From an optimization exercise on the open Yosys and OpenROAD flow, aimed at small area and a short achievable clock period; shortcuts taken in it are not production practice. RTL that was checked went through simulation tests only; none was proved equivalent to the original. Function not checked in runs 1, 3 and 5: the RTL went through the layout flow alone. No activity file was given, so power comes from the tool's default toggle rates.

File: design.v
package qu_pkg;
    localparam int instr_w = 32;
    localparam int pc_w = 32;
    localparam int arch_regs = 32;
    localparam int num_pregs = 48;
    localparam int preg_w = $clog2(num_pregs);
    localparam logic [6:0] opc_op = 7'b0110011;
    localparam logic [6:0] opc_op_imm = 7'b0010011;
    localparam logic [6:0] opc_lui = 7'b0110111;
    localparam logic [6:0] funct7_base = 7'b0000000;
    localparam logic [6:0] funct7_alt = 7'b0100000;
    localparam logic [1:0] kind_none = 2'b00;
    localparam logic [1:0] kind_op = 2'b01;
    localparam logic [1:0] kind_opi = 2'b10;
    localparam logic [1:0] kind_lui = 2'b11;
    localparam int rs_entry_w = 174;
endpackage
module qu_front_end (
    input  logic                          clk,
    input  logic                          rst_n,
    input  logic                          redirect,
    input  logic [qu_pkg::pc_w-1:0]       redirect_pc,
    output logic [qu_pkg::pc_w-1:0]       imem_addr,
    input  logic [qu_pkg::instr_w-1:0]    imem_data,
    output logic [qu_pkg::preg_w-1:0]     rf_rd1_addr,
    output logic [qu_pkg::preg_w-1:0]     rf_rd2_addr,
    input  logic [qu_pkg::instr_w-1:0]    rf_rd1_data,
    input  logic [qu_pkg::instr_w-1:0]    rf_rd2_data,
    input  logic                          wb_valid,
    input  logic [qu_pkg::preg_w-1:0]     wb_preg,
    input  logic                          free_valid,
    input  logic [qu_pkg::preg_w-1:0]     free_preg,
    input  logic                          rs_credit,
    output logic                          rs_valid,
    output logic [qu_pkg::rs_entry_w-1:0] rs_entry
);
    localparam int np = qu_pkg::num_pregs;
    logic [31:0] pc;
    logic [6:0]  fd_opc;
    logic [2:0]  fd_f3;
    logic        fd_base;
    logic        fd_alt;
    logic        fd_op;
    logic        fd_opi;
    logic        fd_lui;
    logic [1:0]  fd_kind;
    assign imem_addr = pc;
    assign fd_opc = imem_data[6:0];
    assign fd_f3 = imem_data[14:12];
    assign fd_base = (imem_data[31:25] == qu_pkg::funct7_base);
    assign fd_alt = (imem_data[31:25] == qu_pkg::funct7_alt);
    assign fd_op = (fd_opc == qu_pkg::opc_op)
                   && (fd_base || (fd_alt && (fd_f3 == 3'b000 || fd_f3 == 3'b101)));
    assign fd_opi = (fd_opc == qu_pkg::opc_op_imm)
                    && ((fd_f3 == 3'b001) ? fd_base : (fd_f3 == 3'b101) ? (fd_base || fd_alt) : 1'b1);
    assign fd_lui = (fd_opc == qu_pkg::opc_lui);
    assign fd_kind = (imem_data[11:7] == 5'd0) ? qu_pkg::kind_none
                   : {fd_opi || fd_lui, fd_op || fd_lui};
    logic [3:0]  f_v;
    logic [1:0]  f_rp;
    logic [26:0] f_mem [4];
    logic [26:0] f_head;
    logic        f_full;
    logic        f_empty;
    logic        f_push;
    logic        f_pop;
    logic        f_proper;
    logic        f_borrow;
    assign f_full = &f_v;
    assign f_empty = ~|f_v;
    assign f_push = !f_full && !redirect;
    assign f_head = f_mem[f_rp];
    assign f_proper = |f_head[26:25];
    logic [27:0] pc_dec;
    logic [31:0] f_head_pc;
    assign f_borrow = f_full || (f_rp > pc[3:2]);
    assign f_head_pc = {f_borrow ? pc_dec : pc[31:4], f_rp, pc[1:0]};
    always_ff @(posedge clk) begin
        if (f_push) begin
            f_mem[pc[3:2]] <= {fd_kind, imem_data[31:7]};
        end
        if (f_push && pc[3:2] == 2'b11) begin
            pc_dec <= pc[31:4];
        end
    end
    always_ff @(posedge clk or negedge rst_n) begin
        if (!rst_n) begin
            pc <= '0;
            f_v <= '0;
            f_rp <= '0;
        end else if (redirect) begin
            pc <= redirect_pc;
            f_v <= '0;
            f_rp <= redirect_pc[3:2];
        end else begin
            if (f_push) begin
                pc <= pc + 32'd4;
                f_v[pc[3:2]] <= 1'b1;
            end
            if (f_pop) begin
                f_v[f_rp] <= 1'b0;
                f_rp <= f_rp + 2'd1;
            end
        end
    end
    logic [3:0]  d_t;        
    logic [1:0]  d_wp;
    logic [1:0]  d_rp;
    logic [41:0] d_mem [4];
    logic [41:0] d_rest;
    logic [16:0] h_f;
    logic [16:0] b_f [3];
    logic [2:0]  b_wp;
    logic [2:0]  b_rp;
    logic [16:0] b_head;
    logic [16:0] d_in_f;
    logic [41:0] d_in_rest;
    logic        d_full;
    logic        d_empty;
    logic        d_push;
    logic        d_many;
    logic        d_one;
    logic        take;
    assign d_full = d_t[3];
    assign d_empty = !d_t[0];
    assign d_one = d_t[0] && !d_t[1];
    assign d_many = d_t[1];
    assign d_rest = d_mem[d_rp];
    assign b_head = ({17{b_rp[0]}} & b_f[0]) | ({17{b_rp[1]}} & b_f[1]) | ({17{b_rp[2]}} & b_f[2]);
    assign d_in_f = {f_head[26:25], f_head[17:8], f_head[4:0]};
    assign d_in_rest = {f_head_pc, f_head[24:18], f_head[7:5]};
    assign f_pop = !f_empty && (!d_full || !f_proper);
    assign d_push = !f_empty && !d_full && f_proper;
    always_ff @(posedge clk) begin
        if (d_push) begin
            d_mem[d_wp] <= d_in_rest;
        end
    end
    logic h_load;
    logic b_push;
    logic b_pop;
    assign h_load = take || d_empty;
    assign b_push = d_push && !d_empty && !(take && d_one);
    assign b_pop = take && d_many;
    always_ff @(posedge clk) begin
        if (h_load) begin
            h_f <= h_next;
        end
        for (int i = 0; i < 3; i++) begin
            if (d_push && b_wp[i]) begin
                b_f[i] <= d_in_f;
            end
        end
    end
    logic [1:0]  h_kind;
    logic [4:0]  h_rd;
    logic [4:0]  h_rs1;
    logic [4:0]  h_rs2;
    logic [5:0]  rat [1:31];
    logic [5:0]  rat_full [32];
    logic [np-1:0] free_map;
    logic [np-1:1] busy;
    logic [np-1:0] free_below;
    logic [np-1:0] lowest;
    logic        more_free;
    logic        any_free;
    logic [5:0]  alloc;
    logic        want;
    logic        drain;
    logic        cred_nz;
    logic [5:0]  old_p;
    logic [5:0]  src1_p;
    logic [5:0]  src2_p;
    assign h_kind = h_f[16:15];
    assign h_rs2 = h_f[14:10];
    assign h_rs1 = h_f[9:5];
    assign h_rd = h_f[4:0];
    always_comb begin
        free_below[0] = 1'b0;
        for (int i = 1; i < np; i++) begin
            free_below[i] = |(free_map & ((np'(1) << i) - np'(1)));
        end
        lowest = free_map & ~free_below;
        alloc = '0;
        for (int i = 0; i < np; i++) begin
            alloc = alloc | ({6{lowest[i]}} & 6'(i));
        end
    end
    logic [23:0] fa1, ft1;
    logic [11:0] fa2, ft2;
    logic [5:0]  fa3, ft3;
    logic [2:0]  fa4, ft4;
    always_comb begin
        for (int j = 0; j < 24; j++) begin
            fa1[j] = free_map[2*j] | free_map[2*j+1];
            ft1[j] = free_map[2*j] & free_map[2*j+1];
        end
        for (int j = 0; j < 12; j++) begin
            fa2[j] = fa1[2*j] | fa1[2*j+1];
            ft2[j] = ft1[2*j] | ft1[2*j+1] | (fa1[2*j] & fa1[2*j+1]);
        end
        for (int j = 0; j < 6; j++) begin
            fa3[j] = fa2[2*j] | fa2[2*j+1];
            ft3[j] = ft2[2*j] | ft2[2*j+1] | (fa2[2*j] & fa2[2*j+1]);
        end
        for (int j = 0; j < 3; j++) begin
            fa4[j] = fa3[2*j] | fa3[2*j+1];
            ft4[j] = ft3[2*j] | ft3[2*j+1] | (fa3[2*j] & fa3[2*j+1]);
        end
        more_free = |ft4 || (fa4[0] && fa4[1]) || (fa4[0] && fa4[2]) || (fa4[1] && fa4[2]);
    end
    always_comb begin
        rat_full[0] = 6'd0;
        for (int i = 1; i < 32; i++) begin
            rat_full[i] = rat[i];
        end
    end
    logic        took;
    logic [4:0]  p_rd;
    logic [5:0]  p_preg;
    logic        byp_rs1;
    logic        byp_rs2;
    logic [16:0] h_next;
    assign h_next = d_many ? b_head : d_in_f;
    always_ff @(posedge clk or negedge rst_n) begin
        if (!rst_n) begin
            byp_rs1 <= 1'b0;
            byp_rs2 <= 1'b0;
        end else begin
            byp_rs1 <= take && (h_next[9:5] == h_rd);
            byp_rs2 <= take && (h_next[14:10] == h_rd);
        end
    end
    assign src1_p = (h_kind == qu_pkg::kind_lui) ? 6'd0 : byp_rs1 ? p_preg : rat_full[h_rs1];
    assign src2_p = (h_kind == qu_pkg::kind_op) ? (byp_rs2 ? p_preg : rat_full[h_rs2]) : 6'd0;
    assign old_p = rat_full[p_rd];
    logic        m_v;
    logic [58:0] m_op;
    logic [5:0]  m_rd_p;
    logic [5:0]  m_old_p;
    logic [5:0]  m_src1_p;
    logic [5:0]  m_src2_p;
    logic        m_acc;
    assign p_rd = m_op[4:0];
    assign p_preg = m_rd_p;
    assign m_acc = !m_v || cred_nz;
    assign want = !d_empty && m_acc;
    assign take = want && any_free;
    always_ff @(posedge clk or negedge rst_n) begin
        if (!rst_n) begin
            d_t <= '0;
            d_wp <= '0;
            d_rp <= '0;
            b_wp <= 3'b001;
            b_rp <= 3'b001;
            m_v <= 1'b0;
            took <= 1'b0;
        end else begin
            took <= take;
            if (d_push && !take) begin
                d_t <= {d_t[2:0], 1'b1};
            end else if (take && !d_push) begin
                d_t <= {1'b0, d_t[3:1]};
            end
            if (d_push) begin
                d_wp <= d_wp + 2'd1;
            end
            if (take) begin
                d_rp <= d_rp + 2'd1;
            end
            if (b_push) begin
                b_wp <= {b_wp[1:0], b_wp[2]};
            end
            if (b_pop) begin
                b_rp <= {b_rp[1:0], b_rp[2]};
            end
            if (m_acc) begin
                m_v <= take;
            end
        end
    end
    always_ff @(posedge clk or negedge rst_n) begin
        if (!rst_n) begin
            for (int i = 1; i < 32; i++) begin
                rat[i] <= 6'(i);
            end
        end else if (took) begin
            for (int i = 1; i < 32; i++) begin
                if (p_rd == 5'(i)) begin
                    rat[i] <= p_preg;
                end
            end
        end
    end
    always_ff @(posedge clk or negedge rst_n) begin
        if (!rst_n) begin
            for (int i = 0; i < np; i++) begin
                free_map[i] <= (i >= qu_pkg::arch_regs);
            end
            any_free <= 1'b1;
        end else begin
            for (int i = 0; i < np; i++) begin
                if (want && lowest[i]) begin
                    free_map[i] <= 1'b0;
                end
                if (free_valid && free_preg == 6'(i)) begin
                    free_map[i] <= 1'b1;
                end
            end
            any_free <= free_valid || (want ? more_free : any_free);
        end
    end
    always_ff @(posedge clk or negedge rst_n) begin
        if (!rst_n) begin
            busy <= '0;
        end else begin
            for (int i = 1; i < np; i++) begin
                if (wb_valid && wb_preg == 6'(i)) begin
                    busy[i] <= 1'b0;
                end
                if (want && lowest[i]) begin
                    busy[i] <= 1'b1;
                end
            end
        end
    end
    always_ff @(posedge clk) begin
        if (took) begin
            m_old_p <= old_p;
        end
    end
    always_ff @(posedge clk) begin
        if (m_acc) begin
            m_op <= {d_rest[41:10], h_f[16:15], d_rest[9:3], h_f[14:5], d_rest[2:0], h_f[4:0]};
            m_rd_p <= alloc;
            m_src1_p <= src1_p;
            m_src2_p <= src2_p;
        end
    end
    logic [2:0]  credits;
    logic [2:0]  credits_nx;
    logic        busy1;
    logic        busy2;
    logic        rdy1;
    logic        rdy2;
    logic [np-1:0] busy_all;
    assign busy_all = {busy, 1'b0};
    assign rf_rd1_addr = m_src1_p;
    assign rf_rd2_addr = m_src2_p;
    assign drain = m_v && cred_nz;
    assign busy1 = busy_all[m_src1_p];
    assign busy2 = busy_all[m_src2_p];
    assign credits_nx = credits - 3'(drain) + 3'(rs_credit);
    assign rdy1 = !busy1 || (wb_valid && wb_preg == m_src1_p);
    assign rdy2 = !busy2 || (wb_valid && wb_preg == m_src2_p);
    always_ff @(posedge clk or negedge rst_n) begin
        if (!rst_n) begin
            credits <= 3'd6;
            cred_nz <= 1'b1;
            rs_valid <= 1'b0;
        end else begin
            credits <= credits_nx;
            cred_nz <= (credits_nx != 3'd0);
            rs_valid <= drain;
        end
    end
    logic [31:0] e_pc;
    logic [1:0]  e_kind;
    logic [31:7] e_ins;
    logic        e_lui;
    logic        e_op;
    logic [2:0]  e_f3;
    logic        e_alt;
    logic [3:0]  e_alu;
    assign e_pc = m_op[58:27];
    assign e_kind = m_op[26:25];
    assign e_ins = m_op[24:0];
    assign e_lui = (e_kind == qu_pkg::kind_lui);
    assign e_op = (e_kind == qu_pkg::kind_op);
    assign e_f3 = e_ins[14:12];
    assign e_alt = e_ins[30] && (e_op || e_f3 == 3'b101);
    always_comb begin
        case (e_f3)
            3'b000: e_alu = e_alt ? 4'd1 : 4'd0;
            3'b001: e_alu = 4'd2;
            3'b010: e_alu = 4'd3;
            3'b011: e_alu = 4'd4;
            3'b100: e_alu = 4'd5;
            3'b101: e_alu = e_alt ? 4'd7 : 4'd6;
            3'b110: e_alu = 4'd8;
            default: e_alu = 4'd9;
        endcase
        if (e_lui) begin
            e_alu = 4'd10;
        end
    end
    always_ff @(posedge clk) begin
        rs_entry <= {
            e_pc,
            e_alu,
            e_ins[11:7],
            e_lui ? 5'd0 : e_ins[19:15],
            e_op ? e_ins[24:20] : 5'd0,
            !e_op,
            e_lui ? {e_ins[31:12], 12'd0} : {{20{e_ins[31]}}, e_ins[31:20]},
            m_rd_p,
            took ? old_p : m_old_p,
            m_src1_p,
            m_src2_p,
            rdy1,
            rdy1 ? rf_rd1_data : 32'd0,
            rdy2,
            rdy2 ? rf_rd2_data : 32'd0
        };
    end
endmodule
File: flow/run.sh
#!/bin/bash
# Standard layout, with the port buffers made from buf_2 cells instead of
# the buffer that buffer_ports picks by default.
set -euo pipefail
echo "export BUFFER_PORTS_ARGS = -buffer_cell sky130_fd_sc_hd__buf_2" >> config.mk
bash standard.sh > standard_flow.log 2>&1
File: standard.sh
#!/bin/bash
# synth_recipe.tcl (not shown) runs the flow's synth.tcl, then flattens the netlist and writes it again
# the make line also repeats each setting of config.mk as NAME=value (left out here)
make -C /OpenROAD-flow-scripts/flow DESIGN_CONFIG=/design/flow/config.mk WORK_HOME=/design/flow/orfs CLKGATE_MAP_FILE= SYNTH_SCRIPT=/design/flow/synth_recipe.tcl "${@:-finish}"
File: config.mk
export PLATFORM = sky130hd
export DESIGN_NAME = qu_front_end
export DESIGN_NICKNAME = qu_front_end
export VERILOG_FILES = /design/flow/design.v
export SDC_FILE = /design/flow/constraint.sdc
export NUM_CORES = 4
export LEC_CHECK = 0
export CAP_MARGIN = 20
export CORE_MARGIN = 2
export CORE_UTILIZATION = 52
export CTS_CLUSTER_DIAMETER = 100
export CTS_CLUSTER_SIZE = 22
export SETUP_SLACK_MARGIN = 2.6
export SLEW_MARGIN = 20
export BUFFER_PORTS_ARGS = -buffer_cell sky130_fd_sc_hd__buf_2
File: constraint.sdc
create_clock -name core_clock -period 5.0 [get_ports {clk}]
set_input_delay 1.0000 -clock core_clock [delete_from_list [all_inputs] [get_ports {clk}]]
set_output_delay 1.0000 -clock core_clock [all_outputs]
set_load 0.01 [all_outputs]
==> impl_metrics.json, run 1 <==
{
  "worstPathBufferInverterCount": 0,
  "critPathArrivalTime_ns": 3.04,
  "final_critical_path_setup_slack_ns": 2.481,
  "final.setup_skew_ns": 0.02529,
  "initialDrtViolationCount": 4655,
  "port-buffer-count": 364,
  "final_max_slew_viol_count": 0,
  "asyncSetResetFlopFracSynth": 0.3551,
  "timing.slew.headroom": 0.1376,
  "syn_avg_cell_area_um2": 13.02,
  "min_period_over_period": 0.5039,
  "grt_use_met3": 0.1508,
  "yosys_most_used_dff": "sky130_fd_sc_hd__edfxtp_1",
  "synthesis.area_um2": 42010,
  "ir_worst_vdd_mv": 0.5062,
  "critPathMaxFanout": 7,
  "largest_net_degree_at_the_start_of_global_routing": 101,
  "setup-violations-final": 0,
  "grt_antenna_before_repair": 24,
  "fp-row-count": 104,
  "final-instance-count-excl-fill": 4811,
  "via_count_of_the_first_global_routing_pass": 32060,
  "num-nets-final": 3855,
  "clock_sink_count": 966,
  "timing_worst_setup_path_type": "flop to flop",
  "switching_share": 0.4098,
  "p_int_mw": 17.02,
  "grt_use_total": 0.4345,
  "synthesis.instances": 3227,
  "clkTransAtPathRegs_ns": 0.09,
  "power.density_nw_per_um2": 585.7,
  "synthesis.yosys.warnings": 4,
  "clock_path_buffers": 3,
  "critical-path-slowest-cell": "sky130_fd_sc_hd__mux4_2",
  "synth-edff-count": 455,
  "synth_top_cells_by_area": "sky130_fd_sc_hd__edfxtp_1, sky130_fd_sc_hd__dfrtp_1, sky130_fd_sc_hd__dfxtp_1, sky130_fd_sc_hd__mux2_2, sky130_fd_sc_hd__dfstp_2",
  "post_route_total_power_mw": 28.85,
  "synth_seq_cells": 966,
  "hold_viol_final": 0,
  "cts_hold_repair.buffers": 0,
  "firstDrtPassIters": 6,
  "die_area_um2": 83080,
  "crit_path_max_cell_delay_ns": 0.55,
  "post-route-min-period_ns": 2.519,
  "number_of_nets_still_failing_antenna_checks_after_routing": 0,
  "pin_count": 365,
  "fin_tns_setup_ns": 0,
  "sequential_fraction_of_the_synthesis_area": 0.6126,
  "starting_density": 0.5233,
  "via_per_inst": 7.061,
  "worstPathCellList": "mux4_2, or2_1, a21oi_2, xnor2_1, o21ai_1",
  "holdWs_ns": 0.3109,
  "overflow": 0,
  "worstHoldPathType": "primary input to asynchronous set/reset pin",
  "preCtsSetupSlack_ns": 1.434,
  "die-height_um": 288.2,
  "global_route_wire_length_before_repair_mm": 251.4,
  "rsz0062_at_grt": "yes",
  "top_usage_layer": "met2",
  "placeableCoreArea_um2": 80290,
  "cts_tree": "done",
  "synth_nets": 3392,
  "dpl.hpwl_mm": 126.0,
  "use_met1": 0.5659,
  "grt_use_met2": 0.6394,
  "die_width_um": 288.2,
  "detailed_route_wire_length_per_cell_um": 38.75,
  "maxClockFrequency_ghz": 0.3969,
  "synthDominantCellAreaShare": 0.3252,
  "p_seq_frac": 0.463,
  "ctsRootBufferMaster": "sky130_fd_sc_hd__clkbuf_16",
  "power.switching_mw": 11.82,
  "wl_mm": 186.4,
  "synth_top_cell_by_area": "sky130_fd_sc_hd__edfxtp_1",
  "area_growth_from_synthesis_to_layout_pct": 17.22,
  "placedCellCount": 4521,
  "share_comb_of_total_power": 0.371,
  "route.detailed.drc": 0,
  "status": "finished clean",
  "clk-insertion-delay-late_ns": 0.66,
  "routabilityCongestion": 1.222,
  "timing.critical_path.to_type": "flop",
  "timing.critical_path.from_type": "flop",
  "nFillCells": 5975,
  "route.vias.total": 33972,
  "drv.max_cap_violation_count": 0,
  "delay_heaviest_family_cp": "compound AO/OA/AOI/OAI gates",
  "yosysUniqueCellTypes": 88,
  "cellLeakagePower_nw": 19.03,
  "tritoncts.num_buffers": 52,
  "clock_power_share": 0.166,
  "worstMarginPinSlew_ns": 1.282,
  "cp_data_required_time_ns": 5.52,
  "cts_max_level": 2,
  "fraction_of_final_layout_cells_sized_beyond_drive_strength_1": 0.3599
}
## area by class of cell
class | count | area, um2 | share of cell area
diodes | 17 | 42.54 | 0.0008638
well taps | 1060 | 1326 | 0.02693
clock inverters | 10 | 145.1 | 0.002947
inverters | 50 | 187.7 | 0.003811
clock buffers | 88 | 1468 | 0.02980
repair buffers | 587 | 3933 | 0.07985
flip-flops and latches | 966 | 25770 | 0.5232
multi-input cells | 2033 | 16380 | 0.3326
## cell usage after synthesis (59+ instances only)
library cell               instances
sky130_fd_sc_hd__dfrtp_1         241
sky130_fd_sc_hd__mux4_2           89
sky130_fd_sc_hd__a22oi_1         103
sky130_fd_sc_hd__and2_1           76
sky130_fd_sc_hd__dfstp_2         102
sky130_fd_sc_hd__a21oi_1          61
sky130_fd_sc_hd__nor2_1          199
sky130_fd_sc_hd__nand4_1          59
sky130_fd_sc_hd__mux2_2          242
sky130_fd_sc_hd__a22o_1           68
sky130_fd_sc_hd__edfxtp_1        455
sky130_fd_sc_hd__clkbuf_1        143
sky130_fd_sc_hd__o21ai_0          85
sky130_fd_sc_hd__nand3_1          82
sky130_fd_sc_hd__dfxtp_1         168
sky130_fd_sc_hd__nand2_1         240
## state kept, by name, summed over array words and instances (netlist names), 4 cells and up
signal    count
b_f          51
busy         47
d_mem       168
d_t           4
f_mem       108
f_v           4
free_map     48
h_f          17
m_old_p       5
m_op         59
m_rd_p        6
m_src1_p      6
m_src2_p      6
pc           32
pc_dec       28
rat         186
rs_entry    169
## worst paths after layout
kind	start	endpoint	slack [ns]	depth (start not counted)
max	f_mem[0][25]$_DFFE_PP_	f_rp[0]$_DFFE_PN0P_	2.48	5
min	rst_n	free_map[15]$_DFFE_PN0P_	0.31	1
max reg2reg	f_mem[0][25]$_DFFE_PP_	f_rp[0]$_DFFE_PN0P_	2.48	5
min reg2reg	m_op[38]$_DFFE_PN_	rs_entry[153]$_DFF_P_	0.35	0
max in group asynchronous	rst_n	pc[29]$_DFFE_PN0N_	3.40	2
min in group core_clock	m_op[38]$_DFFE_PN_	rs_entry[153]$_DFF_P_	0.35	0
## kinds of logic (layout without fill, tap and decap cells)
logic type / Yosys count / in the layout / share of synthesized area
and+or+nand+nor: 955 / 960 / 0.1190
buffers and inverters: 239 / 735 / 0.02317
xor gates and xnor gates: 66 / 66 / 0.01376
muxes: 370 / 370 / 0.1220
DFF: 966 / 966 / 0.6126
adders and majority gates: 21 / 21 / 0.006314
AOI/OAI and AO/OA: 610 / 616 / 0.1032
other: 0 / 17 / 0
## routing by layer
layer	wire length, um	up-vias
met5	263	-
met2	80770	3000
met3	24750	671
met4	13650	20
li1	-	13240
met1	67000	17041
## repair_timing
| action | 4_1_cts | 5_1_grt |
|---|---|---|
| resized for setup | 168 | 130 |
| pin swaps | 47 | 41 |
| setup buffers | 110 | 48 |
| setup endpoints to repair | 725 | 382 |
| gates cloned | 9 | 8 |
## power groups by stage
stage | clock network, mW | logic (mW) | registers [mW]
after floorplan | 0 | 5.01 | 11.9
after detailed placement | 0 | 8.09 | 13.6
after CTS | 4.78 | 9.77 | 13.1
after global placement | 0 | 7.94 | 13.5
after global routing | 5.04 | 11.0 | 13.3
final | 4.79 | 10.7 | 13.4
## through the flow
step                  util  cell area, um2
floorplan                -           42090
global placement    0.5593           44910
detailed placement  0.5595           44920
CTS                 0.6006           48220
global route        0.6129           49210
finish              0.6134           49250
## layout by cell type (no fill, tap or decap), types with 26 or more instances in the layout
cell type,synthesis,routed
sky130_fd_sc_hd__dfxtp_1,168,168
sky130_fd_sc_hd__inv_1,49,49
sky130_fd_sc_hd__mux2i_1,36,35
sky130_fd_sc_hd__nand4_1,59,59
sky130_fd_sc_hd__dfrtp_1,241,218
sky130_fd_sc_hd__nand3_1,82,78
sky130_fd_sc_hd__buf_4,6,177
sky130_fd_sc_hd__a22oi_1,103,96
sky130_fd_sc_hd__a32oi_1,43,40
sky130_fd_sc_hd__a21oi_1,61,61
sky130_fd_sc_hd__o21ai_1,47,49
sky130_fd_sc_hd__buf_2,12,360
sky130_fd_sc_hd__and2_4,29,48
sky130_fd_sc_hd__nor2_1,199,150
sky130_fd_sc_hd__mux2_2,242,241
sky130_fd_sc_hd__nand2_1,240,226
sky130_fd_sc_hd__xor2_1,37,37
sky130_fd_sc_hd__a22o_1,68,68
sky130_fd_sc_hd__nor3_1,58,52
sky130_fd_sc_hd__o22ai_1,29,29
sky130_fd_sc_hd__edfxtp_1,455,455
sky130_fd_sc_hd__clkbuf_16,0,57
sky130_fd_sc_hd__o21ai_0,85,82
sky130_fd_sc_hd__nor2_2,0,34
sky130_fd_sc_hd__clkbuf_1,143,34
sky130_fd_sc_hd__mux4_2,89,89
sky130_fd_sc_hd__dfstp_2,102,102
sky130_fd_sc_hd__and2_1,76,55
sky130_fd_sc_hd__a31oi_1,28,26
sky130_fd_sc_hd__xnor2_1,29,29
==> run 2: changes to the inputs <==
--- a/design.v
+++ b/design.v
@@ -217,5 +217,4 @@
     end
     logic        took;
-    logic [4:0]  p_rd;
     logic [5:0]  p_preg;
     logic        byp_rs1;
@@ -234,5 +233,20 @@
     assign src1_p = (h_kind == qu_pkg::kind_lui) ? 6'd0 : byp_rs1 ? p_preg : rat_full[h_rs1];
     assign src2_p = (h_kind == qu_pkg::kind_op) ? (byp_rs2 ? p_preg : rat_full[h_rs2]) : 6'd0;
-    assign old_p = rat_full[p_rd];
+    logic [31:1] m_rd_oh;
+    always_comb begin
+        old_p = '0;
+        for (int i = 1; i < 32; i++) begin
+            old_p = old_p | ({6{m_rd_oh[i]}} & rat[i]);
+        end
+    end
+    always_ff @(posedge clk or negedge rst_n) begin
+        if (!rst_n) begin
+            m_rd_oh <= '0;
+        end else begin
+            for (int i = 1; i < 32; i++) begin
+                m_rd_oh[i] <= take && (h_rd == 5'(i));
+            end
+        end
+    end
     logic        m_v;
     logic [58:0] m_op;
@@ -242,5 +256,4 @@
     logic [5:0]  m_src2_p;
     logic        m_acc;
-    assign p_rd = m_op[4:0];
     assign p_preg = m_rd_p;
     assign m_acc = !m_v || cred_nz;
@@ -285,7 +298,7 @@
                 rat[i] <= 6'(i);
             end
-        end else if (took) begin
+        end else begin
             for (int i = 1; i < 32; i++) begin
-                if (p_rd == 5'(i)) begin
+                if (m_rd_oh[i]) begin
                     rat[i] <= p_preg;
                 end
--- a/config.mk
+++ b/config.mk
@@ -8,8 +8,9 @@
 export CAP_MARGIN = 20
 export CORE_MARGIN = 2
-export CORE_UTILIZATION = 52
+export CORE_UTILIZATION = 58
 export CTS_CLUSTER_DIAMETER = 100
 export CTS_CLUSTER_SIZE = 22
 export SETUP_SLACK_MARGIN = 2.6
 export SLEW_MARGIN = 20
+export TNS_END_PERCENT = 20
 export BUFFER_PORTS_ARGS = -buffer_cell sky130_fd_sc_hd__buf_2
==> run 2 against run 1 <==
  * Largest power group unchanged
  * Global-route usage decreased by 4.1 points
  * Routed wire length decreased by 19%
  * Die area decreased by 9.5%
  * Via count decreased by 6.7%
  * Register-to-register slack got worse by 0.05 ns
  * Largest cell class unchanged
  * Setup slack got worse by 0.054 ns
  * Sequential power decreased by 3%
  * Final cell count decreased by 4.2%
==> impl_metrics.json, run 2 <==
{
  "firstDrtPassIters": 10,
  "setup-violations-final": 0,
  "holdWs_ns": 0.3454,
  "share_comb_of_total_power": 0.349,
  "fp-row-count": 99,
  "critPathMaxFanout": 8,
  "synthesis.area_um2": 42340,
  "via_count_of_the_first_global_routing_pass": 30569,
  "placeableCoreArea_um2": 72590,
  "maxClockFrequency_ghz": 0.3886,
  "layout.cells.most_common_list": "sky130_fd_sc_hd__edfxtp_1, sky130_fd_sc_hd__buf_2, sky130_fd_sc_hd__dfrtp_1",
  "asyncSetResetFlopFracSynth": 0.3751,
  "critPathArrivalTime_ns": 1.57,
  "cp_data_required_time_ns": 4.00,
  "number_of_nets_still_failing_antenna_checks_after_routing": 0,
  "syn_avg_cell_area_um2": 13.34,
  "crit_path_max_cell_delay_ns": 0.69,
  "pin_count": 365,
  "tritoncts.num_buffers": 51,
  "synth_seq_cells": 997,
  "timing.critical_path.to_type": "primary output",
  "top_regs": "rat: 186 flops, rs_entry: 169 flops, d_mem: 168 flops",
  "postLayoutCellArea_um2": 48950,
  "worstMarginPinSlew_ns": 1.187,
  "sequential_fraction_of_the_synthesis_area": 0.6262,
  "timing_worst_setup_path_type": "flop to primary output",
  "fin_tns_setup_ns": 0,
  "synth_nets": 3338,
  "largest_reg_flops": 186,
  "clock_path_buffers": 3,
  "synthesis.instances": 3173,
  "regMostFlops": "rat",
  "p_seq_frac": 0.481,
  "cellLeakagePower_nw": 19.25,
  "delay_heaviest_family_cp": "flip-flops",
  "worstPathBufferInverterCount": 1,
  "fraction_of_final_layout_cells_sized_beyond_drive_strength_1": 0.3437,
  "cts_tree": "done",
  "die_area_um2": 75180,
  "final.setup_skew_ns": 0.02866,
  "largest_net_degree_at_the_start_of_global_routing": 109,
  "detailed_route_wire_length_per_cell_um": 32.61,
  "ir_worst_vdd_mv": 0.4667,
  "via_per_inst": 6.876,
  "cts_hold_repair.buffers": 0,
  "multi_input_area_um2": 15690,
  "die-height_um": 274.2,
  "detailed_place.area_um2": 45280,
  "post_route_total_power_mw": 27.13,
  "yosys_most_used_dff": "sky130_fd_sc_hd__edfxtp_1",
  "timing.slew.headroom": 0.2089,
  "power.switching_mw": 10.25,
  "ctsRootBufferMaster": "sky130_fd_sc_hd__clkbuf_16",
  "synth-edff-count": 455,
  "status": "finished clean",
  "clk-insertion-delay-late_ns": 0.67,
  "die_width_um": 274.2,
  "worstHoldPathType": "flop to flop",
  "starting_density": 0.5833,
  "drv.max_cap_violation_count": 0,
  "wl_mm": 150.3,
  "clock_power_share": 0.170,
  "yosysMostFrequentCell": "sky130_fd_sc_hd__edfxtp_1",
  "min_period_over_period": 0.5146,
  "final_max_slew_viol_count": 0,
  "port-buffer-count": 364,
  "timing.critical_path.from_type": "flop",
  "power.density_nw_per_um2": 554.1,
  "num-nets-final": 3772,
  "mostFrequentLayoutCell": "sky130_fd_sc_hd__edfxtp_1",
  "synth_top_cell_by_area": "sky130_fd_sc_hd__edfxtp_1",
  "grt_use_total": 0.3936,
  "cts_max_level": 2,
  "grt_antenna_before_repair": 1,
  "hold_viol_final": 0,
  "rsz0062_at_grt": "yes",
  "p_int_mw": 16.87,
  "route.detailed.drc": 0,
  "layout.area.seq_um2": 26550,
  "yosysUniqueCellTypes": 86,
  "dpl.hpwl_mm": 98.86,
  "area_growth_from_synthesis_to_layout_pct": 15.62,
  "synthDominantCellAreaShare": 0.3227,
  "clock_sink_count": 997,
  "route.vias.total": 31691,
  "netlist_top_cells_count": "sky130_fd_sc_hd__edfxtp_1, sky130_fd_sc_hd__dfrtp_1, sky130_fd_sc_hd__mux2_2",
  "switching_share": 0.3779,
  "initialDrtViolationCount": 5031,
  "nFillCells": 5202,
  "global_route_wire_length_before_repair_mm": 214.1,
  "worstPathCellList": "buf_2",
  "synthesis.yosys.warnings": 4,
  "overflow": 0,
  "critical-path-slowest-cell": "sky130_fd_sc_hd__edfxtp_1",
  "post-route-min-period_ns": 2.573,
  "clkTransAtPathRegs_ns": 0.09,
  "routabilityCongestion": 1.094,
  "synth_top_cells_by_area": "sky130_fd_sc_hd__edfxtp_1, sky130_fd_sc_hd__dfrtp_1, sky130_fd_sc_hd__dfxtp_1, sky130_fd_sc_hd__dfstp_2, sky130_fd_sc_hd__mux2_2"
}
run 2: area by class of cell:
type                            instances  area share
Clock buffer                           90     0.02950
Inverter                               45    0.003451
Timing Repair Buffer                  582     0.07786
Clock inverter                          5    0.001687
Antenna cell                            1  0.00005112
Multi-Input combinational cell       1930      0.3206
Sequential cell                       997      0.5423
Tap cell                              959     0.02451
run 2: repair_timing:
action / 4_1_cts / 5_1_grt
gates resized for setup: 47 / 192
buffers inserted: 54 / 74
cloned: 14 / 4
pin swaps: 13 / 40
endpoints found under the setup margin: 543 / 568
endpoints found under the hold margin: 0 / 0
run 2: final timing paths:
check                                      endpoint  slack, ns                 startpoint  cells past startpoint
max in group asynchronous     rat[1][3]$_DFFE_PN0P_       3.32                      rst_n                      2
hold / removal                rs_entry[165]$_DFF_P_       0.35         m_op[50]$_DFFE_PN_                      0
hold reg to reg               rs_entry[165]$_DFF_P_       0.35         m_op[50]$_DFFE_PN_                      0
min in group asynchronous      busy[14]$_DFFE_PN0P_       0.42                      rst_n                      1
setup / recovery                     rf_rd2_addr[2]       2.43  m_src2_p[2]$_SDFFCE_PP0N_                      1
setup reg to reg           free_map[42]$_DFFE_PN1P_       2.43    free_map[6]$_DFFE_PN0P_                      6
run 2: kinds of logic after synthesis:
family                     synth area share
and+or+nand+nor                      0.1103
DFF                                  0.6262
AOI/OAI and AO/OA                    0.1027
buffers and inverters               0.02411
xor gates and xnor gates            0.01365
muxes                                0.1173
adders and majority gates          0.005792
run 2: routing by layer:
metal | global-route usage | vias up | routed length [um]
met5 | 0.006418 | - | 71
met4 | 0.1711 | 2 | 7653
met3 | 0.1061 | 509 | 17580
met2 | 0.5960 | 2276 | 67570
met1 | 0.5379 | 15946 | 57410
li1 | - | 12958 | -
run 2: power groups by stage:
| stage | combinational, mW | clock, mW | sequential, mW |
|---|---|---|---|
| 2_1_floorplan | 4.60 | 0 | 12.4 |
| 3_3_place_gp | 7.43 | 0 | 13.2 |
| 3_5_place_dp | 7.58 | 0 | 13.3 |
| 4_1_cts | 8.48 | 4.65 | 13.0 |
| 5_1_grt | 9.81 | 4.94 | 13.1 |
| 6_report | 9.46 | 4.62 | 13.0 |
run 2: stage by stage:
step	setup WS [ns]	util	cells
finish	2.427	0.6744	4609
global route	2.370	0.6743	4608
CTS	2.272	0.6556	4530
detailed placement	1.444	0.6239	4367
global placement	1.612	0.6239	4367
floorplan	2.497	-	3173
==> run 3: changes to the inputs <==
--- a/design.v
+++ b/design.v
@@ -74,4 +74,5 @@
     logic [27:0] pc_dec;
     logic [31:0] f_head_pc;
+    assign pc_dec = pc[31:4] - 28'd1;
     assign f_borrow = f_full || (f_rp > pc[3:2]);
     assign f_head_pc = {f_borrow ? pc_dec : pc[31:4], f_rp, pc[1:0]};
@@ -80,7 +81,4 @@
             f_mem[pc[3:2]] <= {fd_kind, imem_data[31:7]};
         end
-        if (f_push && pc[3:2] == 2'b11) begin
-            pc_dec <= pc[31:4];
-        end
     end
     always_ff @(posedge clk or negedge rst_n) begin
--- a/config.mk
+++ b/config.mk
@@ -13,4 +13,3 @@
 export SETUP_SLACK_MARGIN = 2.6
 export SLEW_MARGIN = 20
-export TNS_END_PERCENT = 20
 export BUFFER_PORTS_ARGS = -buffer_cell sky130_fd_sc_hd__buf_2
==> run 3 against run 2 <==
  * Combinational power grew 2.7%
  * Non-clock buffer count grew 31
  * Via count grew 1.7%
  * Area after synthesis decreased by 1.3%
  * Sequential share of layout area fell by 2.0 points
  * Synthesized cell count is 2.0% higher
  * Maximum frequency down 0.15%
  * Global-route usage fell by 0.43 points
  * Critical path depth is 5 higher
  * Die area is 1.3% lower
  * Count of clock-buffer cells in the layout grew 1
  * Critical path type is now flop to flop
==> impl_metrics.json, run 3 <==
{
  "cp_data_required_time_ns": 5.47,
  "rsz0062_at_grt": "yes",
  "ctsRootBufferMaster": "sky130_fd_sc_hd__clkbuf_16",
  "fraction_of_final_layout_cells_sized_beyond_drive_strength_1": 0.3647,
  "die_area_um2": 74220,
  "synth-edff-count": 427,
  "timing.critical_path.from_type": "flop",
  "clk-insertion-delay-late_ns": 0.68,
  "via_count_of_the_first_global_routing_pass": 31065,
  "number_of_nets_still_failing_antenna_checks_after_routing": 0,
  "sequential_fraction_of_the_synthesis_area": 0.6143,
  "clock_sink_count": 969,
  "synthesis.instances": 3237,
  "tritoncts.num_buffers": 52,
  "synthesis.yosys.warnings": 4,
  "use_met1": 0.5374,
  "grt_use_met2": 0.5952,
  "initialDrtViolationCount": 5395,
  "nFillCells": 4881,
  "starting_density": 0.5856,
  "num-nets-final": 3855,
  "post_route_total_power_mw": 27.20,
  "hold_viol_final": 0,
  "route.vias.total": 32220,
  "asyncSetResetFlopFracSynth": 0.3860,
  "critPathMaxFanout": 22,
  "largest_reg_flops": 186,
  "firstDrtPassIters": 9,
  "worst_r2r_startpoint": "h_f[11]$_DFFE_PP_",
  "cts_hold_repair.buffers": 0,
  "top_usage_layer": "met2",
  "regToRegSetupSlack_ns": 2.42,
  "via_per_inst": 6.879,
  "fin_tns_setup_ns": 0,
  "routabilityCongestion": 1.162,
  "synthDominantCellAreaShare": 0.3068,
  "largest_net_degree_at_the_start_of_global_routing": 116,
  "drv.max_cap_violation_count": 0,
  "syn_avg_cell_area_um2": 12.91,
  "synth_seq_cells": 969,
  "grt_use_met3": 0.09574,
  "min_to": "rs_entry[151]$_DFF_P_",
  "preCtsSetupSlack_ns": 1.768,
  "layout.cells.most_common_list": "sky130_fd_sc_hd__edfxtp_1, sky130_fd_sc_hd__buf_2, sky130_fd_sc_hd__dfrtp_1",
  "synth_nets": 3404,
  "min_period_over_period": 0.5154,
  "die_width_um": 272.4,
  "die-height_um": 272.4,
  "dpl.hpwl_mm": 98.19,
  "worstHoldPathType": "flop to flop",
  "clkTransAtPathRegs_ns": 0.09,
  "regMostFlops": "rat",
  "timing.critical_path.to_type": "flop",
  "ff2ff_path_depth": 6,
  "fp-row-count": 98,
  "yosysMostFrequentCell": "sky130_fd_sc_hd__edfxtp_1",
  "timing.slew.headroom": 0.1889,
  "cts_tree": "done",
  "synth_top_cell_by_area": "sky130_fd_sc_hd__edfxtp_1",
  "cts_max_level": 2,
  "cellLeakagePower_nw": 19.37,
  "final.setup_skew_ns": 0.04480,
  "power.density_nw_per_um2": 551.7,
  "area_growth_from_synthesis_to_layout_pct": 17.97,
  "yosysUniqueCellTypes": 84,
  "status": "finished clean",
  "pin_count": 365,
  "detailed_route_wire_length_per_cell_um": 31.79,
  "grt_antenna_before_repair": 7,
  "route.detailed.drc": 0,
  "global_route_wire_length_before_repair_mm": 211.5,
  "overflow": 0,
  "setup-violations-final": 0,
  "worstMarginPinSlew_ns": 1.217,
  "ir_worst_vdd_mv": 0.4312,
  "min_path_cells": 0,
  "mostFrequentLayoutCell": "sky130_fd_sc_hd__edfxtp_1",
  "grt_use_total": 0.3893,
  "yosys_most_used_dff": "sky130_fd_sc_hd__edfxtp_1",
  "final_critical_path_setup_slack_ns": 2.423,
  "netlist_top_cells_count": "sky130_fd_sc_hd__edfxtp_1, sky130_fd_sc_hd__dfrtp_1, sky130_fd_sc_hd__nand2_1",
  "synthesis.area_um2": 41790,
  "hold_path.startpoint": "m_op[36]$_DFFE_PN_",
  "synth_top_cells_by_area": "sky130_fd_sc_hd__edfxtp_1, sky130_fd_sc_hd__dfrtp_1, sky130_fd_sc_hd__dfxtp_1, sky130_fd_sc_hd__dfstp_2, sky130_fd_sc_hd__mux2_2",
  "clock_path_buffers": 3,
  "wl_mm": 148.9,
  "final_max_slew_viol_count": 0,
  "critPathArrivalTime_ns": 3.04,
  "timing_worst_setup_path_type": "flop to flop",
  "rr_endpoint": "m_src2_p[4]$_SDFFCE_PP0N_",
  "port-buffer-count": 364,
  "post-route-min-period_ns": 2.577,
  "maxClockFrequency_ghz": 0.3880,
  "placeableCoreArea_um2": 71360,
  "top_regs": "rat: 186 flops, rs_entry: 169 flops, d_mem: 168 flops"
}
[run 3: cell types whose count changed after synthesis, moves of 18 or more]
cell	before	now
sky130_fd_sc_hd__and2_1	102	72
sky130_fd_sc_hd__edfxtp_1	455	427
sky130_fd_sc_hd__mux2_2	228	203
sky130_fd_sc_hd__nand2_1	193	218
sky130_fd_sc_hd__nor2b_1	28	59
sky130_fd_sc_hd__nor4_1	23	41
sky130_fd_sc_hd__o21ai_0	116	141
[run 3: timing repair]
item	in CTS	in global routing
buffers inserted	107	48
setup endpoints to repair	560	273
pin swaps	26	86
gates resized for setup	172	181
cloned	7	7
[run 3: worst max-delay path, stage by stage, from the launching register on]
cell and delay, ns:
sky130_fd_sc_hd__edfxtp_1 0.53, sky130_fd_sc_hd__buf_8 0.23, sky130_fd_sc_hd__nor3b_2 0.42, sky130_fd_sc_hd__and2_1 0.52
sky130_fd_sc_hd__a22o_1 0.27, sky130_fd_sc_hd__nor4_2 0.07, sky130_fd_sc_hd__a32oi_2 0.32
[run 3: worst max-delay path by stage]
| stage | start | to | slack, ns | cells past startpoint |
|---|---|---|---|---|
| 6_report | h_f[11]$_DFFE_PP_ | m_src2_p[4]$_SDFFCE_PP0N_ | 2.42 | 6 |
| 5_1_grt | h_f[6]$_DFFE_PP_ | m_src1_p[4]$_SDFFCE_PN0N_ | 2.42 | 10 |
| 4_1_cts | h_f[14]$_DFFE_PP_ | m_src2_p[4]$_SDFFCE_PP0N_ | 2.43 | 8 |
| 3_5_place_dp | h_f[14]$_DFFE_PP_ | m_src2_p[4]$_SDFFCE_PP0N_ | 1.77 | 7 |
| 3_3_place_gp | m_src2_p[1]$_SDFFCE_PP0N_ | rs_entry[12]$_SDFF_PN0_ | 1.65 | 6 |
| 2_1_floorplan | f_rp[0]$_DFFE_PN0P_ | d_mem[0][31]$_DFFE_PP_ | 2.44 | 12 |
[run 3: logic make-up (layout without fill, tap and decap cells)]
kind of cell | after synthesis | in the layout | synth area share
adders and majority gates | 22 | 22 | 0.006736
AOI/OAI and AO/OA | 622 | 623 | 0.1067
buffers and inverters | 280 | 767 | 0.02629
xor gates and xnor gates | 92 | 92 | 0.01928
DFF | 969 | 969 | 0.6143
other | 0 | 2 | 0
and+or+nand+nor | 922 | 929 | 0.1143
muxes | 330 | 330 | 0.1124
[run 3: through the flow]
step | std cells | instance area (um2) | hold slack [ns] | utilization
floorplan | 3237 | 42090 | 0.3233 | -
global placement | 4412 | 44830 | 0.3261 | 0.6283
detailed placement | 4414 | 44860 | 0.3278 | 0.6287
CTS | 4626 | 48070 | 0.3425 | 0.6736
global route | 4684 | 49300 | 0.3455 | 0.6908
finish | 4684 | 49300 | 0.3401 | 0.6908
[run 3: where the power goes]
| group | leakage (nW) | total (mW) | internal [mW] | switching, mW |
|---|---|---|---|---|
| combinational | 8.59 | 9.72 | 4.12 | 5.60 |
| sequential | 10.0 | 12.7 | 10.7 | 2.01 |
| clock | 0.766 | 4.76 | 2.07 | 2.68 |
[run 3: final cells by class]
class	instances	area, um2	area share
multi-input combinational	1996	16310	0.3307
clock inverter	7	141.4	0.002868
sequential	969	25730	0.5220
tap	950	1189	0.02411
inverter	56	222.7	0.004518
antenna	2	5.005	0.0001015
timing repair buffer	613	4224	0.08568
clock buffer	91	1478	0.02997
[run 3: routing by layer]
layer / vias up / routed length, um / part of all wire
li1: 13153 / - / -
met1: 16180 / 56630 / 0.38
met2: 2396 / 66930 / 0.45
met3: 489 / 17510 / 0.12
met4: 2 / 7763 / 0.052
met5: - / 54 / 0.00036
==> run 4: changes to the inputs <==
--- a/design.v
+++ b/design.v
@@ -74,5 +74,4 @@
     logic [27:0] pc_dec;
     logic [31:0] f_head_pc;
-    assign pc_dec = pc[31:4] - 28'd1;
     assign f_borrow = f_full || (f_rp > pc[3:2]);
     assign f_head_pc = {f_borrow ? pc_dec : pc[31:4], f_rp, pc[1:0]};
@@ -81,4 +80,7 @@
             f_mem[pc[3:2]] <= {fd_kind, imem_data[31:7]};
         end
+        if (f_push && pc[3:2] == 2'b11) begin
+            pc_dec <= pc[31:4];
+        end
     end
     always_ff @(posedge clk or negedge rst_n) begin
==> run 4 against run 3 <==
  * Final area increased by 0.52%
  * Critical path depth is 2 higher
  * Die area rose by 1.3%
  * Area after synthesis grew 1.3%
  * Maximum frequency grew 3.5%
  * Sequential cell count grew 28
  * Via count about the same
  * Total power rose by 1.8%
  * Clock skew down 0.0066 ns
  * Sequential share of layout area rose by 1.4 points
  * Worst hold slack better by 0.0056 ns
  * Largest cell class unchanged
  * Still clean
  * Global-route usage rose by 1.3 points
==> impl_metrics.json, run 4 <==
{
  "rsz0062_at_grt": "yes",
  "yosysMostFrequentCell": "sky130_fd_sc_hd__edfxtp_1",
  "final-instance-count-excl-fill": 4643,
  "synth_seq_cells": 997,
  "global_route_wire_length_before_repair_mm": 217.9,
  "via_count_of_the_first_global_routing_pass": 31068,
  "power.density_nw_per_um2": 558.5,
  "status": "finished clean",
  "nFillCells": 5046,
  "drv.max_cap_violation_count": 0,
  "largest_reg_flops": 186,
  "number_of_nets_still_failing_antenna_checks_after_routing": 0,
  "placeableCoreArea_um2": 72590,
  "maxClockFrequency_ghz": 0.4016,
  "top_regs": "rat: 186 flops, rs_entry: 169 flops, d_mem: 168 flops",
  "die-height_um": 274.2,
  "clkTransAtPathRegs_ns": 0.09,
  "synthesis.instances": 3173,
  "fp-row-count": 99,
  "pin_count": 365,
  "grt_antenna_before_repair": 6,
  "synth_top_cell_by_area": "sky130_fd_sc_hd__edfxtp_1",
  "final_max_slew_viol_count": 0,
  "port-buffer-count": 364,
  "ctsRootBufferMaster": "sky130_fd_sc_hd__clkbuf_16",
  "sequential_fraction_of_the_synthesis_area": 0.6262,
  "timing.slew.headroom": 0.1645,
  "fin_tns_setup_ns": 0,
  "via_per_inst": 6.939,
  "ir_worst_vdd_mv": 0.4456,
  "tritoncts.num_buffers": 51,
  "hold_viol_final": 0,
  "regMostFlops": "rat",
  "num-nets-final": 3805,
  "synth_nets": 3338,
  "area_growth_from_synthesis_to_layout_pct": 17.04,
  "initialDrtViolationCount": 4429,
  "cts_tree": "done",
  "synth-edff-count": 455,
  "yosys_most_used_dff": "sky130_fd_sc_hd__edfxtp_1",
  "cts_max_level": 2,
  "post-route-min-period_ns": 2.490,
  "largest_net_degree_at_the_start_of_global_routing": 105,
  "clock_path_buffers": 3,
  "synthesis.area_um2": 42340,
  "placedCellCount": 4364,
  "die_area_um2": 75180,
  "final.setup_skew_ns": 0.03818,
  "cp_data_required_time_ns": 5.61,
  "clk-insertion-delay-late_ns": 0.67,
  "cellLeakagePower_nw": 19.48,
  "multi_input_area_um2": 15900,
  "critPathMaxFanout": 17,
  "finish.utilization": 0.6827,
  "mostFrequentLayoutCell": "sky130_fd_sc_hd__edfxtp_1",
  "yosysUniqueCellTypes": 86,
  "preCtsSetupSlack_ns": 1.408,
  "worstHoldPathType": "primary input to asynchronous set/reset pin",
  "timing_worst_setup_path_type": "flop to flop",
  "wl_mm": 154.5,
  "synthDominantCellAreaShare": 0.3227,
  "syn_avg_cell_area_um2": 13.34,
  "routabilityCongestion": 1.125,
  "final_critical_path_setup_slack_ns": 2.510,
  "dpl.hpwl_mm": 100.7,
  "setup-violations-final": 0,
  "worstMarginPinSlew_ns": 1.253,
  "timing.critical_path.to_type": "flop",
  "netlist_top_cells_count": "sky130_fd_sc_hd__edfxtp_1, sky130_fd_sc_hd__dfrtp_1, sky130_fd_sc_hd__mux2_2",
  "die_width_um": 274.2,
  "critPathArrivalTime_ns": 3.10,
  "grt_use_total": 0.4024,
  "firstDrtPassIters": 10,
  "holdWs_ns": 0.3457,
  "clock_sink_count": 997,
  "synth_top_cells_by_area": "sky130_fd_sc_hd__edfxtp_1, sky130_fd_sc_hd__dfrtp_1, sky130_fd_sc_hd__dfxtp_1, sky130_fd_sc_hd__dfstp_2, sky130_fd_sc_hd__mux2_2",
  "layout.cells.most_common_list": "sky130_fd_sc_hd__edfxtp_1, sky130_fd_sc_hd__buf_2, sky130_fd_sc_hd__dfrtp_1",
  "route.vias.total": 32217,
  "starting_density": 0.5833,
  "synthesis.yosys.warnings": 4,
  "overflow": 0,
  "layout.area.seq_um2": 26560,
  "timing.critical_path.from_type": "flop",
  "asyncSetResetFlopFracSynth": 0.3751,
  "detailed_route_wire_length_per_cell_um": 33.27,
  "fraction_of_final_layout_cells_sized_beyond_drive_strength_1": 0.3587,
  "route.detailed.drc": 0,
  "min_period_over_period": 0.4980
}
-- run 4: cell count changes in the layout (fill, tap and decap cells not counted), moves of 14 or more --
| cell | before | now |
|---|---|---|
| sky130_fd_sc_hd__o21ai_0 | 132 | 100 |
| sky130_fd_sc_hd__mux2_2 | 203 | 228 |
| sky130_fd_sc_hd__dfrtp_2 | 44 | 30 |
| sky130_fd_sc_hd__edfxtp_1 | 427 | 455 |
| sky130_fd_sc_hd__nand2_1 | 206 | 186 |
| sky130_fd_sc_hd__and2_4 | 48 | 22 |
| sky130_fd_sc_hd__nor2b_1 | 46 | 21 |
| sky130_fd_sc_hd__and2_1 | 28 | 90 |
-- run 4: logic make-up after synthesis --
family                     share of synthesized area
and+or+nand+nor                               0.1103
DFF                                           0.6262
AOI/OAI and AO/OA                             0.1027
adders and majority gates                   0.005792
muxes                                         0.1173
xor gates and xnor gates                     0.01365
buffers and inverters                        0.02411
-- run 4: critical path, cell delays in order, from the launching register on --
cell,delay (ns)
sky130_fd_sc_hd__edfxtp_1,0.42
sky130_fd_sc_hd__buf_12,0.15
sky130_fd_sc_hd__buf_12,0.13
sky130_fd_sc_hd__mux4_2,0.43
sky130_fd_sc_hd__mux4_2,0.46
sky130_fd_sc_hd__or2_4,0.27
sky130_fd_sc_hd__a32oi_4,0.25
sky130_fd_sc_hd__buf_12,0.17
sky130_fd_sc_hd__and2_1,0.15
-- run 4: worst paths after layout --
kind	start	end	slack, ns	cells past startpoint
min in group core_clock	m_op[47]$_DFFE_PN_	rs_entry[162]$_DFF_P_	0.35	0
max reg2reg	m_src2_p[0]$_SDFFCE_PP0N_	rs_entry[20]$_SDFF_PN0_	2.51	8
min	rst_n	busy[45]$_DFFE_PN0P_	0.35	1
max in group asynchronous	rst_n	pc[16]$_DFFE_PN0N_	3.41	2
min reg2reg	m_op[47]$_DFFE_PN_	rs_entry[162]$_DFF_P_	0.35	0
max	m_src2_p[0]$_SDFFCE_PP0N_	rs_entry[20]$_SDFF_PN0_	2.51	8
-- run 4: power breakdown --
part | switching, mW | internal [mW] | leakage, nW
logic | 5.79 | 4.15 | 8.48
clock network | 2.61 | 2.02 | 0.724
registers | 2.03 | 11.1 | 10.3
total | 10.4 | 17.2 | 19.5
-- run 4: what timing repair did --
action / in CTS / in global routing
pin swaps: 39 / 39
cloned: 13 / 10
hold buffers: 0 / 0
gates resized for setup: 174 / 132
setup endpoints to repair: 555 / 367
buffers inserted: 121 / 37
-- run 4: per-stage QoR --
stage | power (mW) | instance area (um2)
2_1_floorplan | 17.01 | 42480
3_3_place_gp | 20.66 | 45280
3_5_place_dp | 20.89 | 45280
4_1_cts | 26.62 | 48590
5_1_grt | 28.45 | 49560
6_report | 27.68 | 49560
-- run 4: per-layer routing --
metal / vias to the layer above / GRT usage / wire (um)
li1: 13026 / - / -
met1: 16178 / 0.5465 / 58070
met2: 2455 / 0.6177 / 69460
met3: 550 / 0.1066 / 18240
met4: 8 / 0.1685 / 8466
met5: - / 0.006418 / 215
-- run 4: final cells by class --
type,instances,share of cell area
timing repair buffer,612,0.08476
clock inverter,4,0.001060
multi-input combinational,1933,0.3208
sequential,997,0.5360
clock buffer,92,0.02972
tap,959,0.02421
antenna,1,0.00005050
inverter,45,0.003434
==> run 5: changes to the inputs <==
--- a/design.v
+++ b/design.v
@@ -231,6 +231,26 @@
         end
     end
-    assign src1_p = (h_kind == qu_pkg::kind_lui) ? 6'd0 : byp_rs1 ? p_preg : rat_full[h_rs1];
-    assign src2_p = (h_kind == qu_pkg::kind_op) ? (byp_rs2 ? p_preg : rat_full[h_rs2]) : 6'd0;
+    logic [31:1] h_rs1_oh;
+    logic [31:1] h_rs2_oh;
+    logic [5:0]  rat_rs1;
+    logic [5:0]  rat_rs2;
+    always_ff @(posedge clk) begin
+        if (h_load) begin
+            for (int i = 1; i < 32; i++) begin
+                h_rs1_oh[i] <= (h_next[9:5] == 5'(i));
+                h_rs2_oh[i] <= (h_next[14:10] == 5'(i));
+            end
+        end
+    end
+    always_comb begin
+        rat_rs1 = '0;
+        rat_rs2 = '0;
+        for (int i = 1; i < 32; i++) begin
+            rat_rs1 = rat_rs1 | ({6{h_rs1_oh[i]}} & rat[i]);
+            rat_rs2 = rat_rs2 | ({6{h_rs2_oh[i]}} & rat[i]);
+        end
+    end
+    assign src1_p = (h_kind == qu_pkg::kind_lui) ? 6'd0 : byp_rs1 ? p_preg : rat_rs1;
+    assign src2_p = (h_kind == qu_pkg::kind_op) ? (byp_rs2 ? p_preg : rat_rs2) : 6'd0;
     logic [31:1] m_rd_oh;
     always_comb begin
==> run 5 against run 4 <==
  * Count of clock-buffer cells in the layout up 4
  * Sequential cell count up 62
  * Highest routed layer unchanged
  * Critical path type unchanged
  * Critical path depth up 1
  * Largest power group unchanged
  * Critical endpoint is now d_mem[0][38]$_DFFE_PP_
  * Maximum frequency down 0.70%
  * Via count down 5.7%
  * Die area up 1.4%
==> impl_metrics.json, run 5 <==
{
  "starting_density": 0.5877,
  "worstPathBufferInverterCount": 5,
  "via_count_of_the_first_global_routing_pass": 29633,
  "cp_data_required_time_ns": 5.43,
  "via_per_inst": 6.814,
  "ff2ff_path_depth": 9,
  "grt_use_total": 0.3644,
  "yosys.area_share.simple": 0.09054,
  "synthesis.yosys.warnings": 4,
  "clk-insertion-delay-late_ns": 0.68,
  "timing_worst_setup_path_type": "flop to flop",
  "global_route_wire_length_before_repair_mm": 203.7,
  "worstMarginPinSlew_ns": 1.159,
  "synth_nets": 3197,
  "antenna_diode_instance_count": 0,
  "final-instance-count-excl-fill": 4458,
  "hold_viol_final": 0,
  "fraction_of_final_layout_cells_sized_beyond_drive_strength_1": 0.3278,
  "synth_seq_cells": 1059,
  "clock_path_buffers": 3,
  "firstDrtPassIters": 9,
  "cellLeakagePower_nw": 19.30,
  "hold_path.startpoint": "m_op[52]$_DFFE_PN_",
  "worst_r2r_startpoint": "f_rp[0]$_DFFE_PN0P_",
  "critical-path-slowest-cell": "sky130_fd_sc_hd__dfrtp_4",
  "critPathLaunch": "f_rp[0]$_DFFE_PN0P_",
  "placeableCoreArea_um2": 73080,
  "largest_reg_flops": 186,
  "port-buffer-count": 364,
  "min_path_cells": 0,
  "final.setup_skew_ns": 0.03183,
  "layout.cells.most_common_list": "sky130_fd_sc_hd__edfxtp_1, sky130_fd_sc_hd__buf_2, sky130_fd_sc_hd__dfrtp_1",
  "switching_share": 0.3690,
  "worst-path-stages": 9,
  "detailed_route_wire_length_per_cell_um": 32.11,
  "crit_path_frequent_cell": "sky130_fd_sc_hd__buf_6",
  "routabilityCongestion": 1.004,
  "regMostFlops": "rat",
  "tritoncts.num_buffers": 54,
  "synthDominantCellAreaShare": 0.3615,
  "power.density_nw_per_um2": 568.2,
  "combinational_family_with_the_most_area_after_synthesis": "multiplexers",
  "num-nets-final": 3619,
  "yosysMostFrequentCell": "sky130_fd_sc_hd__edfxtp_1",
  "timing.critical_path.to_type": "flop",
  "cts_tree": "done",
  "critPathArrivalTime_ns": 2.94,
  "sequential_fraction_of_the_synthesis_area": 0.6606,
  "die-height_um": 276.1,
  "largest_net_degree_at_the_start_of_global_routing": 110,
  "postLayoutCellArea_um2": 49080,
  "detailed_place.area_um2": 45670,
  "route.detailed.drc": 0,
  "drv.max_cap_violation_count": 0,
  "setup-violations-final": 0,
  "post-route-min-period_ns": 2.508,
  "status": "finished clean",
  "ctsRootBufferMaster": "sky130_fd_sc_hd__clkbuf_16",
  "wl_mm": 143.2,
  "netlist_top_cells_count": "sky130_fd_sc_hd__edfxtp_1, sky130_fd_sc_hd__dfrtp_1, sky130_fd_sc_hd__mux2_2",
  "ir_worst_vdd_mv": 0.4611,
  "worstHoldPathType": "flop to flop",
  "muxShareOfSynthArea": 0.1080,
  "p_seq_frac": 0.546,
  "placedCellCount": 4230,
  "die_area_um2": 76250,
  "synthAdderAreaFrac": 0.005710,
  "synth_top_cell_by_area": "sky130_fd_sc_hd__edfxtp_1",
  "post_route_total_power_mw": 27.88,
  "dpl.hpwl_mm": 90.44,
  "critPathMaxFanout": 6,
  "clock_power_share": 0.174,
  "preCtsSetupSlack_ns": 1.703,
  "clkTransAtPathRegs_ns": 0.09,
  "final_critical_path_setup_slack_ns": 2.492,
  "p_int_mw": 17.60,
  "synthXorXnorAreaFrac": 0.01224,
  "fp-row-count": 99,
  "overflow": 0,
  "route.vias.total": 30377,
  "number_of_nets_still_failing_antenna_checks_after_routing": 0,
  "maxClockFrequency_ghz": 0.3988,
  "timing.slew.headroom": 0.2272,
  "asyncSetResetFlopFracSynth": 0.3532,
  "final_max_slew_viol_count": 0,
  "area_growth_from_synthesis_to_layout_pct": 14.27,
  "yosys_most_used_dff": "sky130_fd_sc_hd__edfxtp_1",
  "crit_path_max_cell_delay_ns": 0.50,
  "synth-compound-area-share": 0.1030,
  "rsz0062_at_grt": "yes",
  "fin_tns_setup_ns": 0,
  "timing.critical_path.from_type": "flop",
  "synthesis.area_um2": 42950,
  "min_period_over_period": 0.5015,
  "cts_max_level": 2,
  "worstPathCellList": "buf_12, buf_12, mux4_2, or2_4, nor3b_4, buf_6, buf_6, buf_6, and2_4",
  "initialDrtViolationCount": 4692,
  "die_width_um": 276.1,
  "clock_sink_count": 1059,
  "delay_heaviest_family_cp": "buffers and inverters",
  "share_comb_of_total_power": 0.280,
  "pin_count": 365,
  "synth_top_cells_by_area": "sky130_fd_sc_hd__edfxtp_1, sky130_fd_sc_hd__dfrtp_1, sky130_fd_sc_hd__dfxtp_1, sky130_fd_sc_hd__dfstp_2, sky130_fd_sc_hd__mux2_2",
  "yosysUniqueCellTypes": 73,
  "syn_avg_cell_area_um2": 14.17,
  "power.switching_mw": 10.29,
  "synthesis.instances": 3032,
  "grt_antenna_before_repair": 2,
  "top_regs": "rat: 186 flops, rs_entry: 169 flops, d_mem: 168 flops",
  "mostFrequentLayoutCell": "sky130_fd_sc_hd__edfxtp_1",
  "synth-edff-count": 517
}
[run 5: worst paths after layout]
check / slack (ns) / to
setup / recovery: 2.49 / d_mem[0][38]$_DFFE_PP_
hold / removal: 0.34 / rs_entry[167]$_DFF_P_
setup reg to reg: 2.49 / d_mem[0][38]$_DFFE_PP_
hold reg to reg: 0.34 / rs_entry[167]$_DFF_P_
max in group asynchronous: 3.35 / pc[12]$_DFFE_PN0N_
min in group asynchronous: 0.40 / free_map[19]$_DFFE_PN0P_
[run 5: area by class of cell]
| cell class | count | area, um2 |
|---|---|---|
| clock inverters | 5 | 72.57 |
| repair buffers | 491 | 3113 |
| inverters | 52 | 196.4 |
| clock buffers | 96 | 1519 |
| multi-input cells | 1796 | 14570 |
| well taps | 959 | 1200 |
| flip-flops and latches | 1059 | 28410 |
| fillers | 5141 | 24010 |
[run 5: worst register-to-register path, cell delays in order, from the launching register on]
cell and delay, ns:
sky130_fd_sc_hd__dfrtp_4 0.50, sky130_fd_sc_hd__buf_12 0.14, sky130_fd_sc_hd__buf_12 0.13, sky130_fd_sc_hd__mux4_2 0.44, sky130_fd_sc_hd__or2_4 0.27, sky130_fd_sc_hd__nor3b_4 0.16
sky130_fd_sc_hd__buf_6 0.17, sky130_fd_sc_hd__buf_6 0.14, sky130_fd_sc_hd__buf_6 0.12, sky130_fd_sc_hd__and2_4 0.20
[run 5: cells by family after synthesis]
kind of cell    Yosys count
flops                  1059
simple gates            773
buf+inv                 209
xor+xnor                 60
compound gates          590
fa+ha+maj                19
mux                     322
[run 5: metrics by stage]
stage,util,hold WS (ns)
2_1_floorplan,-,0.3233
3_3_place_gp,0.6249,0.3269
3_5_place_dp,0.6249,0.3278
4_1_cts,0.6610,0.3476
5_1_grt,0.6715,0.3519
6_report,0.6715,0.3448
[run 5: per-layer routing]
metal	routed length, um	track usage	vias to the layer above
li1	-	-	12462
met1	54480	0.4991	15348
met2	66020	0.5681	2136
met3	15760	0.08746	429
met4	6897	0.1440	2
met5	13	0	-
[run 5: power by group through the flow]
stage	registers, mW	clock network [mW]	logic [mW]
finish	15.2	4.85	7.80
CTS	15.0	4.91	7.11
floorplan	13.6	0	4.22
global route	15.2	5.21	8.29
detailed placement	15.2	0	6.30
global placement	15.2	0	6.11
[run 5: repair_timing]
item,in CTS,in global routing
gates resized for setup,102,118
setup buffers,63,26
hold buffers,0,0
gates cloned,14,22
endpoints found under the setup margin,666,436
pin swaps,21,32

separate check: timing with driven ports:
Ports are ideal in the flow. The routed layouts listed here were re-timed in OpenROAD. Step 1 assumes that a clkbuf_16 drives the clock port and a buf_2 every other input. Step 2 also shifts input and output timing later by t, the mid clock arrival at the registers, as if the neighbouring blocks saw the same clock. a / b / c = no drivers / after step 1 / after step 2; a / b = the first two.
run | t, ns | slack for setup (ns) | pins driven straight from the clock port
run 1 | 0.730 | 2.481 / 2.452 / 2.133 | 1
run 2 | 0.723 | 2.427 / 2.357 / 1.867 | 1
run 3 | 0.729 | 2.423 / 2.423 / 2.171 | 1
run 4 | 0.728 | 2.510 / 2.454 / 2.089 | 1
run 5 | 0.736 | 2.492 / 2.448 / 2.121 | 1
After both steps setup and hold are still met in every run listed. The setup slack of run 2, which loses most, moves by -0.070 ns with the drivers and by -0.560 ns with both steps.
